Source: an optimization exercise on an open RTL-to-GDS flow (aim: small area). Production flows keep margins and buffers that such runs may drop. Only simulation tests tie the RTL to the original design; equivalence was not proved. Power is estimated from default activity; no workload was simulated.

==> flow/design.v <==
`default_nettype none
package ngate_pkg;
  localparam int SampleBitsDef = 24;
  localparam int CoefBitsDef   = 24;
  localparam int HoldBitsDef   = 20;
  localparam int CfgIdxBits = 3;
  localparam logic [31:0] ThresholdRst = 32'd83886;
  localparam logic [31:0] DetAtkRst    = 32'd16427000;
  localparam logic [31:0] DetRelRst    = 32'd16773721;
  localparam logic [31:0] GainAtkRst   = 32'd16707000;
  localparam logic [31:0] GainRelRst   = 32'd16770000;
  localparam logic [31:0] HoldLenRst   = 32'd480;
endpackage
`default_nettype wire
`default_nettype none
module audio_noise_gate_with_hold #(
  parameter int SAMPLE_BITS = ngate_pkg::SampleBitsDef,
  parameter int COEF_BITS   = ngate_pkg::CoefBitsDef,
  parameter int HOLD_BITS   = ngate_pkg::HoldBitsDef,
  parameter int CFG_BITS    = (SAMPLE_BITS > COEF_BITS)
                              ? ((SAMPLE_BITS > HOLD_BITS) ? SAMPLE_BITS : HOLD_BITS)
                              : ((COEF_BITS > HOLD_BITS) ? COEF_BITS : HOLD_BITS)
) (
  input  wire logic                             clk_i,
  input  wire logic                             rst_ni,
  input  wire logic                             cfg_we_i,
  input  wire logic [ngate_pkg::CfgIdxBits-1:0] cfg_idx_i,
  input  wire logic [CFG_BITS-1:0]              cfg_data_i,
  input  wire logic                             in_valid_i,
  output      logic                             in_ready_o,
  input  wire logic signed [SAMPLE_BITS-1:0]    in_sample_i,
  output      logic                             out_valid_o,
  input  wire logic                             out_ready_i,
  output      logic signed [SAMPLE_BITS-1:0]    out_sample_o,
  output      logic [COEF_BITS:0]               out_gain_o,
  output      logic                             out_gate_open_o
);
  localparam logic [1:0] PH_IDLE = 2'd0;
  localparam logic [1:0] PH_ENV  = 2'd1;
  localparam logic [1:0] PH_GAIN = 2'd2;
  localparam logic [1:0] PH_OUT  = 2'd3;
  logic        en_q;
  logic [23:0] thr_q, da_q, dr_q, ga_q, gr_q;
  logic [19:0] hl_q;
  logic [23:0] env_q;
  logic [24:0] g_q;
  logic [19:0] hc_q;
  logic [24:0] s_q;
  logic        open_q, ov_q, rise_q, b_q, f1_q, f2_q, clr_q;
  logic [1:0]  ph_q;
  logic [4:0]  j_q;
  logic [23:0] wd0, wd1;                   
  logic [7:0]  we;
  assign wd0 = cfg_data_i[23:0] & {24{rst_ni}};
  assign wd1 = cfg_data_i[23:0] | {24{!rst_ni}};
  always_comb begin
    for (int r = 0; r < 8; r++) we[r] = !rst_ni || (cfg_we_i && (cfg_idx_i == 3'(r)));
  end
  logic [23:0] wthr, wda, wdr, wga, wgr, whl;
  assign wthr = (wd1 & ngate_pkg::ThresholdRst[23:0]) | (wd0 & ~ngate_pkg::ThresholdRst[23:0]);
  assign wda  = (wd1 & ngate_pkg::DetAtkRst[23:0])    | (wd0 & ~ngate_pkg::DetAtkRst[23:0]);
  assign wdr  = (wd1 & ngate_pkg::DetRelRst[23:0])    | (wd0 & ~ngate_pkg::DetRelRst[23:0]);
  assign wga  = (wd1 & ngate_pkg::GainAtkRst[23:0])   | (wd0 & ~ngate_pkg::GainAtkRst[23:0]);
  assign wgr  = (wd1 & ngate_pkg::GainRelRst[23:0])   | (wd0 & ~ngate_pkg::GainRelRst[23:0]);
  assign whl  = (wd1 & ngate_pkg::HoldLenRst[23:0])   | (wd0 & ~ngate_pkg::HoldLenRst[23:0]);
  always_ff @(posedge clk_i) begin
    if (we[0]) en_q  <= wd1[0];
    if (we[1]) thr_q <= wthr;
    if (we[2]) da_q  <= wda;
    if (we[3]) dr_q  <= wdr;
    if (we[4]) ga_q  <= wga;
    if (we[5]) gr_q  <= wgr;
    if (we[6]) hl_q  <= whl[19:0];
  end
  logic idle, env, gain, out, j0, jhi, scan, mul, ecmp, eupd, hcmp, hdec, gadd, gupd, neg;
  logic go, byp;
  assign idle = (ph_q == PH_IDLE);
  assign env  = (ph_q == PH_ENV);
  assign gain = (ph_q == PH_GAIN);
  assign out  = (ph_q == PH_OUT);
  assign j0   = (j_q == 5'd0);
  assign jhi  = j_q[4] & j_q[3] & (j_q[2] | j_q[1] | j_q[0]);   
  assign scan = !idle && !jhi;                                   
  assign mul  = scan && !j0;
  assign ecmp = env  && (j_q == 5'd31);
  assign eupd = env  && (j_q == 5'd25);
  assign hcmp = env  && (j_q == 5'd26);
  assign hdec = env  && (j_q == 5'd27);
  assign gadd = gain && (j_q == 5'd25);
  assign gupd = gain && (j_q == 5'd26);
  assign neg  = out  && (j_q == 5'd25);
  assign go  = idle && in_valid_i && !ov_q && !clr_q;
  assign byp = go && !en_q;
  assign in_ready_o = neg || byp;
  logic        sgn, x_j, m_j, e_j, g_j, sa, sb, d_env, d_gain, d_nxt;
  logic [31:0] xs, es, gs;
  assign sgn = in_sample_i[23];
  assign xs  = {8'd0, in_sample_i};
  assign es  = {8'd0, env_q};
  assign gs  = {7'd0, g_q};
  assign x_j = xs[j_q];
  assign e_j = es[j_q];
  assign g_j = gs[j_q];
  assign m_j = x_j ^ (sgn & f1_q);
  assign sa  = rise_q ? m_j : e_j;
  assign sb  = rise_q ? e_j : m_j;
  assign d_env  = sa ^ sb ^ f2_q;
  assign d_gain = (j_q == 5'd24) ? (open_q ? !(f2_q || g_j) : g_j)
                                 : (g_j ^ (open_q & f2_q));
  assign d_nxt  = env ? d_env : (gain ? d_gain : m_j);
  logic [24:0] p, q, qx, sum;
  logic [25:0] cy;
  logic        acc_sgn;
  logic        invq, cin;
  logic        p_coef, p_env, p_g, p_hc, p_hl, q_s, q_t;
  logic [23:0] coef;
  logic        hc_nz;
  assign hc_nz = |hc_q;
  assign coef   = env ? (rise_q ? da_q : dr_q) : (open_q ? ga_q : gr_q);
  assign p_coef = b_q && (env || gain) && (mul || gadd);
  assign p_env  = ecmp || eupd || hcmp;
  assign p_g    = gupd || (out && b_q && mul);
  assign p_hc   = hdec && !rise_q;
  assign p_hl   = hdec && rise_q;
  assign q_s    = (idle && ov_q && !clr_q) || ecmp || mul || gadd || eupd || gupd || neg;
  assign q_t    = hcmp;
  assign p = ({25{p_coef}} & {1'b1, coef})
           | ({25{p_env}}  & {1'b0, env_q})
           | ({25{p_g}}    & g_q)
           | ({25{p_hc}}   & {5'd0, hc_q})
           | ({25{p_hl}}   & {5'd0, hl_q});
  assign q = ({25{q_s}} & s_q)
           | ({25{q_t}} & {1'b0, thr_q});
  always_comb begin
    invq = 1'b0;
    cin  = 1'b0;
    if (ecmp)      begin invq = !s_q[24];     cin = invq; end
    else if (eupd) begin invq = rise_q;       cin = invq; end
    else if (hcmp) begin invq = 1'b1; end
    else if (hdec) begin invq = !rise_q && hc_nz; end
    else if (gupd) begin invq = open_q;       cin = invq; end
    else if (neg)  begin invq = rise_q;       cin = invq; end
  end
  assign acc_sgn = (env || gain) && ((q_s && s_q[24]) || p_coef);
  assign qx    = q ^ {25{invq}};
  assign cy[0] = cin;
  for (genvar i = 0; i < 25; i++) begin : g_add
    assign sum[i]  = p[i] ^ qx[i] ^ cy[i];
    assign cy[i+1] = (p[i] & qx[i]) | (p[i] & cy[i]) | (qx[i] & cy[i]);
  end
  always_ff @(posedge clk_i or negedge rst_ni) begin
    if (!rst_ni) begin
      ov_q  <= 1'b0;
      clr_q <= 1'b1;
      ph_q  <= PH_IDLE;
      j_q   <= '0;
    end else begin
      clr_q <= cfg_we_i && (cfg_idx_i == 3'd0) && !cfg_data_i[0];
      if (in_ready_o && in_valid_i) ov_q <= 1'b1;
      else if (out_ready_i) ov_q <= 1'b0;
      if (idle) begin
        if (go && en_q) begin
          ph_q <= PH_ENV;
          j_q  <= 5'd31;
        end
      end else if (hdec || gupd) begin
        ph_q <= ph_q + 2'd1;
        j_q  <= '0;
      end else if (neg) begin
        ph_q <= PH_IDLE;
        j_q  <= '0;
      end else begin
        j_q <= j_q + 5'd1;
      end
    end
  end
  always_ff @(posedge clk_i) begin
    if (ecmp) rise_q <= sum[24];
    else if (hcmp) rise_q <= !sum[24];           
    else if (gupd) rise_q <= sgn;                
    if (clr_q || eupd) env_q <= sum[23:0];
    if (clr_q || gupd) g_q   <= sum[24:0];
    if (clr_q || hdec) hc_q <= sum[19:0];
    if (hdec) open_q <= rise_q || hc_nz;
    else if (byp) open_q <= 1'b0;
    b_q  <= d_nxt;
    f1_q <= scan && (f1_q || x_j);
    f2_q <= scan && (env ? ((!sa && sb) || (!(sa ^ sb) && f2_q)) : (f2_q || g_j));
    if (idle && !ov_q && !clr_q) s_q <= {sgn, in_sample_i};
    else s_q <= scan ? {acc_sgn, sum[24:1]} : sum;
  end
  assign out_valid_o     = ov_q;
  assign out_sample_o    = s_q[23:0];
  assign out_gain_o      = g_q;
  assign out_gate_open_o = open_q;
endmodule
`default_nettype wire
Settings: LEC_CHECK=0, ABC_AREA=1, CAP_MARGIN=20, CORE_MARGIN=2, CORE_UTILIZATION=70, CTS_BUF_LIST=sky130_fd_sc_hd__clkbuf_16, CTS_CLUSTER_DIAMETER=80, CTS_CLUSTER_SIZE=20, SLEW_MARGIN=20; clock period 12.0 ns.
standard.sh (not shown) runs the stock make flow with config.mk's settings and CLKGATE_MAP_FILE= SYNTH_SCRIPT=/design/flow/synth_recipe.tcl, a recipe that flattens the netlist after the stock synthesis.
==> flow/flow/run.sh <==
#!/bin/bash
# Layout flow: the standard ORFS flow (standard synthesis unchanged), with
# the port buffers made of the smallest buffer cell instead of the default
# choice. Every input and output port still gets its own buffer.
set -euo pipefail
bash standard.sh BUFFER_PORTS_ARGS="-buffer_cell sky130_fd_sc_hd__buf_1" finish > orfs_flow.log 2>&1
Then changed:
--- a/flow/config.mk
+++ b/flow/config.mk
@@ -9,5 +9,5 @@
 export CAP_MARGIN = 20
 export CORE_MARGIN = 2
-export CORE_UTILIZATION = 70
+export CORE_UTILIZATION = 78
 export CTS_BUF_LIST = sky130_fd_sc_hd__clkbuf_16
 export CTS_CLUSTER_DIAMETER = 80
Die area decreases by roughly a tenth.
Area after synthesis stays the same.
Worst setup slack is better by 47 ps.
Clock power hardly moves.
Maximum frequency rises slightly.
Cell area decreases slightly.
Final cell count goes down slightly.
Register-to-register slack improves by 50 ps.
Worst hold slack is worse by 4.3 ps.
Then changed:
==> flow/config.mk (replaced) <==
export PLATFORM = sky130hd
export DESIGN_NAME = audio_noise_gate_with_hold
export DESIGN_NICKNAME = audio_noise_gate_with_hold
export VERILOG_FILES = /design/flow/design.v
export SDC_FILE = /design/flow/constraint.sdc
export NUM_CORES = 4
export LEC_CHECK = 0
export CAP_MARGIN = 10
export CORE_MARGIN = 2
export CORE_UTILIZATION = 75
export CTS_BUF_LIST = sky130_fd_sc_hd__clkbuf_16
export CTS_CLUSTER_DIAMETER = 90
export CTS_CLUSTER_SIZE = 24
export SLEW_MARGIN = 10
Clock skew increases by 4.9 ps.
Die area goes up by 2.5%.
Final cell count shrinks by 20%.
Clock-buffer cell count came out lower by 3.
Design area falls by 2.1%.
Core utilization fell by 4.9 points.
Then changed:
--- a/flow/config.mk
+++ b/flow/config.mk
@@ -12,3 +12,4 @@
 export CTS_CLUSTER_DIAMETER = 90
 export CTS_CLUSTER_SIZE = 24
+export GPL_TIMING_DRIVEN = 0
 export SLEW_MARGIN = 10
With this change the flow finished but fails on negative setup slack.
Non-clock buffer count grows by 65.
Routed wire length grows by about 14%.
Register-to-register slack loses 510 ps.
Global-route usage grows by 5.7 points.
First-iteration DRC count grows by about 6.5%.
Sequential share of layout area shrinks by 2.1 points.
Total power grows by 6.8%.
Synthesized cell count stays the same.
Count of clock-buffer cells in the layout grows by 1.

## separate check: timing with driven ports
The flow's constraints put no driver on any port. The routed layouts listed below were extracted and timed again, unchanged, in two steps. Step 1: set_driving_cell puts a clkbuf_16 on clk_i and a buf_2 on each other input, an assumption about the parent block. Step 2, shift: input delay + t, output delay - t, t = (earliest + latest rising clock arrival at the registers) / 2. This alone moves slack from input paths to output paths. Three values: ideal, step 1, step 2; two values: the first two.
run | t, ns | setup WS [ns] | hold WS [ns] | worst setup path after step 2 | worst data-port slew with drivers (ns)
the first run | 0.542 | 0.279 / 0.279 / 0.279 | 0.489 / 0.489 / 0.489 | register to register | 0.10
the second run | 0.532 | 0.326 / 0.326 / 0.326 | 0.485 / 0.485 / 0.485 | register to register | 0.05
the third run | 0.529 | 0.135 / 0.135 / 0.135 | 0.508 / 0.508 / 0.508 | register to register | 0.04
the fourth run | 0.532 | -0.374 / -0.374 / -0.374 | 0.495 / 0.495 / 0.495 | register to register | 0.05
